From an optimization exercise on the open Yosys and OpenROAD flow, aimed at small area; shortcuts taken in it are not production practice. In this exercise RTL edits were held to simulation tests only and were not proved equivalent to the original.

**design/flow/design.v**
```verilog
package sprite_pkg;
    localparam int unsigned COORD_W = 10;
    localparam int unsigned MAX_SPR = 16;
    localparam int unsigned MAX_AW  = 16;
    localparam logic [7:0] TRANSPARENT = 8'hFF;
    localparam logic [7:0] BG_COLOR    = 8'h00;
    typedef logic [$clog2(MAX_SPR)-1:0] spr_idx_t;
endpackage
import sprite_pkg::*;
module sprite_hit_unit
#(
    parameter int unsigned ADDR_W = 13
) (
    input  logic               en,
    input  logic               pix_valid,
    input  logic [sprite_pkg::COORD_W-1:0] x_ptr,
    input  logic [sprite_pkg::COORD_W-1:0] y_ptr,
    input  logic [sprite_pkg::COORD_W-1:0] spr_x,
    input  logic [sprite_pkg::COORD_W-1:0] spr_y,
    input  logic [sprite_pkg::COORD_W-1:0] spr_w,
    input  logic [sprite_pkg::COORD_W-1:0] spr_h,
    input  logic [ADDR_W-1:0]  base,
    output logic               hit,
    output logic [ADDR_W-1:0]  addr
);
    logic [COORD_W:0]   x_end;
    logic [COORD_W:0]   y_end;
    logic [COORD_W-1:0] dx;
    logic [COORD_W-1:0] dy;
    assign x_end = {1'b0, spr_x} + {1'b0, spr_w};
    assign y_end = {1'b0, spr_y} + {1'b0, spr_h};
    assign hit = en && pix_valid
              && (x_ptr >= spr_x) && ({1'b0, x_ptr} < x_end)
              && (y_ptr >= spr_y) && ({1'b0, y_ptr} < y_end);
    assign dx   = x_ptr - spr_x;
    assign dy   = y_ptr - spr_y;
    assign addr = base + ADDR_W'(dy) * ADDR_W'(spr_w) + ADDR_W'(dx);
endmodule
module sprite_compositor
#(
    parameter int unsigned N_SPR   = 8,
    parameter int unsigned ADDR_W  = 13,
    parameter int unsigned ROM_LAT = 1
) (
    input  logic                       clk_vga,
    input  logic                       rst_n,
    input  logic [sprite_pkg::COORD_W-1:0]         x_ptr,
    input  logic [sprite_pkg::COORD_W-1:0]         y_ptr,
    input  logic                       pix_valid,
    input  logic                       frame_start,
    output logic [ADDR_W-1:0]          rom_addr,
    input  logic [7:0]                 rom_data,
    output logic [7:0]                 RGB,
    output logic                       rgb_valid,
    input  logic [N_SPR-1:0]           spr_en,
    input  logic [N_SPR*sprite_pkg::COORD_W-1:0]   spr_x,
    input  logic [N_SPR*sprite_pkg::COORD_W-1:0]   spr_y,
    input  logic [N_SPR*sprite_pkg::COORD_W-1:0]   spr_w,
    input  logic [N_SPR*sprite_pkg::COORD_W-1:0]   spr_h,
    input  logic [N_SPR*ADDR_W-1:0]    spr_base,
    output logic [N_SPR-1:0]           collide
);
    localparam int unsigned CW = sprite_pkg::COORD_W;
    logic [N_SPR-1:0]  hit;
    logic [ADDR_W-1:0] slot_addr [N_SPR];
    for (genvar i = 0; i < N_SPR; i++) begin : g_slot
        sprite_hit_unit #(
            .ADDR_W(ADDR_W)
        ) u_hit (
            .en        (spr_en[i]),
            .pix_valid (pix_valid),
            .x_ptr     (x_ptr),
            .y_ptr     (y_ptr),
            .spr_x     (spr_x[i*CW +: CW]),
            .spr_y     (spr_y[i*CW +: CW]),
            .spr_w     (spr_w[i*CW +: CW]),
            .spr_h     (spr_h[i*CW +: CW]),
            .base      (spr_base[i*ADDR_W +: ADDR_W]),
            .hit       (hit[i]),
            .addr      (slot_addr[i])
        );
    end
    sprite_pkg::spr_idx_t          win;
    logic [ADDR_W-1:0] win_addr;
    logic              any_hit;
    assign any_hit = |hit;
    always_comb begin
        win      = '0;
        win_addr = '0;
        for (int i = N_SPR - 1; i >= 0; i--) begin
            if (hit[i]) begin
                win      = sprite_pkg::spr_idx_t'(i);
                win_addr = slot_addr[i];
            end
        end
    end
    localparam int unsigned CTL_W = 1 + 4 + N_SPR + 1 + 1;
    logic [ADDR_W-1:0]              rom_addr_q;
    logic [(ROM_LAT+1)*CTL_W-1:0]   pipe_q;
    always_ff @(posedge clk_vga or negedge rst_n) begin
        if (!rst_n) begin
            rom_addr_q <= '0;
            pipe_q     <= '0;
        end else begin
            if (any_hit) rom_addr_q <= win_addr;
            pipe_q <= {pipe_q[ROM_LAT*CTL_W-1:0], any_hit, win, hit, pix_valid, frame_start};
        end
    end
    logic [CTL_W-1:0]       o;
    logic                   o_any;
    sprite_pkg::spr_idx_t   o_win;
    logic [N_SPR-1:0]       o_mask;
    logic                   o_valid;
    logic                   o_fs;
    logic                   opaque;
    logic [N_SPR-1:0]       coll_bits;
    logic [7:0]       rgb_q;
    logic             rgb_valid_q;
    logic [N_SPR-1:0] acc_q;
    logic [N_SPR-1:0] collide_q;
    assign o      = pipe_q[ROM_LAT*CTL_W +: CTL_W];
    assign {o_any, o_win, o_mask, o_valid, o_fs} = o;
    assign opaque = rom_data != sprite_pkg::TRANSPARENT;
    assign coll_bits = (o_any && o_win == '0 && opaque) ? {o_mask[N_SPR-1:1], 1'b0} : '0;
    always_ff @(posedge clk_vga or negedge rst_n) begin
        if (!rst_n) begin
            rgb_q       <= 8'h00;
            rgb_valid_q <= 1'b0;
            acc_q       <= '0;
            collide_q   <= '0;
        end else begin
            rgb_valid_q <= o_valid;
            if (!o_valid)              rgb_q <= 8'h00;
            else if (o_any && opaque)  rgb_q <= rom_data;
            else                       rgb_q <= sprite_pkg::BG_COLOR;
            if (o_fs) begin
                collide_q <= acc_q;
                acc_q     <= coll_bits;
            end else begin
                acc_q <= acc_q | coll_bits;
            end
        end
    end
    assign rom_addr  = rom_addr_q;
    assign RGB       = rgb_q;
    assign rgb_valid = rgb_valid_q;
    assign collide   = collide_q;
endmodule
```
**design/flow/run.sh**
```bash
#!/bin/bash
# synth_recipe.tcl (not shown) runs the flow's synth.tcl, then flattens the netlist and writes it again
# the make line also repeats each setting of config.mk as NAME=value (left out here)
make -C /OpenROAD-flow-scripts/flow DESIGN_CONFIG=/design/flow/config.mk WORK_HOME=/design/flow/orfs CLKGATE_MAP_FILE= SYNTH_SCRIPT=/design/flow/synth_recipe.tcl finish
```
**design/flow/config.mk**
```make
export PLATFORM = sky130hd
export DESIGN_NAME = sprite_compositor
export DESIGN_NICKNAME = sprite_compositor
export VERILOG_FILES = /design/flow/design.v
export SDC_FILE = /design/flow/constraint.sdc
export NUM_CORES = 4
export LEC_CHECK = 0
export CAP_MARGIN = 20
export CORE_MARGIN = 2
export CORE_UTILIZATION = 40
export SLEW_MARGIN = 20
```
**design/flow/constraint.sdc**
```tcl
create_clock -name core_clock -period 11.0 [get_ports {clk_vga}]
set_input_delay 2.2000 -clock core_clock [delete_from_list [all_inputs] [get_ports {clk_vga}]]
set_output_delay 2.2000 -clock core_clock [all_outputs]
set_load 0.01 [all_outputs]
```
==> impl_metrics.env <==
export IMPL_ys_types=82
export IMPL_finalPower_mw=15.9
export IMPL_drv_cap=0
export IMPL_place_gp_congestion=0.938
export IMPL_skew_ns=0.0160
export IMPL_path_clk_slew_ns=0.07
export IMPL_yosysMostFrequentCell="inv_1"
export IMPL_grt_remaining_overflow=0
export IMPL_syn_nets=6488
export IMPL_p_per_area_nw_per_um2=336
export IMPL_die_h_um=322
export IMPL_arrival_ns=10.46
export IMPL_grt_max_degree=63
export IMPL_cts_tree="yes"
export IMPL_yosysSeqAreaShare=0.0384
export IMPL_cts_resized=0
export IMPL_syn_area_um2=40400
export IMPL_hold_viol_final=0
export IMPL_die_x_um=322
export IMPL_drive_gt1_frac=0.0240
export IMPL_synth_cells=4768
export IMPL_nFillCells=9890
export IMPL_min_path_type="reg2reg"
export IMPL_syn_to_final_growth_pct=17.2
export IMPL_outcome="complete, no violations"
export IMPL_htreeDepth=3
export IMPL_postCtsHoldBufs=0
export IMPL_place_hpwl_um=118000
export IMPL_ys_flop_type="dfrtp_1"
export IMPL_start_kind="input port"
export IMPL_start_util=0.403
export IMPL_crit_path_end_kind="register"
export IMPL_leakagePower_nw=24.0
export IMPL_critPathTopFamily="adder cells"
export IMPL_slew_violations=0
export IMPL_dieArea_um2=104000
export IMPL_slew_headroom=0.319
export IMPL_yosys_top_cells_area="fa_1, ha_1, inv_1"
export IMPL_vias=34200
export IMPL_yosys_warnings=2
export IMPL_synth_common_cells="inv_1, ha_1, fa_1"
export IMPL_numClockSinks=62
export IMPL_post_route_period_util=0.930
export IMPL_grt_pass1_vias=35500
export IMPL_antenna_found_initial=13
export IMPL_core_area_um2=100000
export IMPL_row_count=116
export IMPL_vias_per_cell=5.21
export IMPL_avgSynthCellArea_um2=8.47
export IMPL_synth_edff_count=0
export IMPL_grt_pass1_wl_um=207000
export IMPL_post_route_drc_count=0
export IMPL_synth_top_cell_area_share=0.274
export IMPL_setup_viol=0
export IMPL_dr_pass1_iters=5
export IMPL_fin_nets=6975
export IMPL_io_pins=494
export IMPL_synthArstFlopShare=1.00
export IMPL_fmax_mhz=97.8
export IMPL_fin_setup_tns_ns=0
export IMPL_ir_worst_vdd_v=0.000427
export IMPL_cts_setup_buffers=0
export IMPL_grt_usage=0.265
export IMPL_critPathBufInv=4
export IMPL_criticalPathCategory="in2reg"
export IMPL_drt_wl_total_um=136000
export IMPL_routedWlPerCell_um=20.8
export IMPL_rsz0062_at_grt="false"
export IMPL_cts_root_buf="clkbuf_16"
export IMPL_ff_latch_area_um2=1550
export IMPL_numPortBuffers=492
export IMPL_ys_ff_latch=62
export IMPL_drt_initial_drc_count=2092
export IMPL_critPathMaxStageDelay_ns=0.59
export IMPL_insertion_delay_ns=0.34
export IMPL_route_antenna_remaining_nets=0
export IMPL_cp_required_ns=11.23
export IMPL_fin_crit_ns=10.23
export IMPL_worst_pin_slew_ns=1.02
export IMPL_multi_input_area_um2=34900
export IMPL_path_common_cell="fa_1"
export IMPL_crit_path_top_delay_cell="inv_1"
export IMPL_synth_area_leader_cell="fa_1"
export IMPL_cp_max_fo=6
export IMPL_clock_path_buffers=2
export IMPL_numCtsBuffers=9
logic make-up (layout without fill, tap and decap cells):
kind of cell / after synthesis / after routing / share of synthesized area
buffers and inverters: 1052 / 1544 / 0.0980
other: 1 / 6 / 0.0000928
multiplexers: 18 / 18 / 0.00474
adder cells (fa/ha/maj): 1256 / 1256 / 0.492
AND/OR/NAND/NOR: 1090 / 1090 / 0.134
flip-flops: 62 / 62 / 0.0384
XOR/XNOR: 416 / 416 / 0.0943
AO/OA/AOI/OAI: 873 / 873 / 0.139
flip-flops by register name (all words and copies together) (netlist names):
| register | flops |
|---|---|
| rgb_valid_q | 1 |
| pipe_q | 26 |
| rgb_q | 8 |
| collide_q | 7 |
| rom_addr_q | 13 |
| acc_q | 7 |
cell usage in the layout, fill, tap and decap left out, types with 72 or more instances in the layout:
| master | n |
|---|---|
| and2_1 | 210 |
| xnor2_1 | 280 |
| nor2b_1 | 85 |
| inv_1 | 979 |
| fa_1 | 552 |
| a21oi_1 | 294 |
| xor2_1 | 123 |
| o21ai_0 | 134 |
| o21bai_1 | 72 |
| nor2_1 | 97 |
| ha_1 | 704 |
| a21o_1 | 171 |
| clkdlybuf4s50_1 | 473 |
| nand2_1 | 462 |
report_power, final:
part / internal (mW) / switching, mW
registers: 0.264 / 0.0247
logic: 6.80 / 8.53
clock network: 0.183 / 0.122
layer usage:
| metal | GRT usage | share of wire |
|---|---|---|
| met1 | 0.342 | 0.43 |
| met2 | 0.457 | 0.48 |
| met3 | 0.0374 | 0.063 |
| met4 | 0.0763 | 0.032 |
| met5 | 0 | 0.00021 |
cell type report:
class,count,area share
Clock inverter,6,0.00148
Tap cell,1298,0.0343
Clock buffer,10,0.00505
Sequential cell,62,0.0328
Multi-Input combinational cell,3654,0.738
Antenna cell,5,0.000264
Timing Repair Buffer,547,0.111
Inverter,981,0.0778
per-stage QoR:
stage / hold slack (ns) / std cells / cell area [µm²] / setup WS [ns] / utilization
after floorplan: 0.331 / 4768 / 40400 / 2.09 / -
after global placement: 0.332 / 6542 / 47000 / 0.468 / 0.470
after detailed placement: 0.336 / 6542 / 47000 / 0.367 / 0.470
after global routing: 0.355 / 6561 / 47300 / 0.290 / 0.473
after CTS: 0.348 / 6558 / 47300 / 0.726 / 0.473
final: 0.346 / 6563 / 47400 / 0.774 / 0.473
final timing paths:
path	start	end	slack, ns	cells past startpoint
worst max-delay path	y_ptr[0]	rom_addr_q[12]	0.77	29
worst min-delay path	pipe_q[1]	pipe_q[16]	0.35	0
worst max register to register	pipe_q[26]	acc_q[1]	9.73	3
worst min register to register	pipe_q[1]	pipe_q[16]	0.35	0
max in group asynchronous	rst_n	pipe_q[8]	8.47	1
min in group asynchronous	rst_n	collide_q[6]	1.96	1

## re-timing with driven ports
No port has a modelled driver above. Below, the same layout with a new extraction and two added sets of constraints. Step 1 (the two cells are an assumption about what drives the block):
set clk [get_ports {clk_vga}]
set_driving_cell -lib_cell sky130_fd_sc_hd__clkbuf_16 $clk
set_driving_cell -lib_cell sky130_fd_sc_hd__buf_2 [delete_from_list [all_inputs] $clk]
Step 2 moves the port delays by t, midway between the first and last clock arrival at a register: inputs arrive t later, outputs are due t later. That takes back most of the time a late clock gives input paths. Three values: ideal, step 1, step 2; two values: the first two.
t, ns: 0.388
slack for setup (ns): 0.774 / 0.802 / 0.414
worst setup path at the end: input to register
clock arrival spread, ns: 0.017 / 0.017
cell pins on the clock port's net: 1
After both steps setup and hold are still met in this run. For this run, drivers alone change the setup slack by +0.028 ns; drivers and shift together by -0.360 ns.
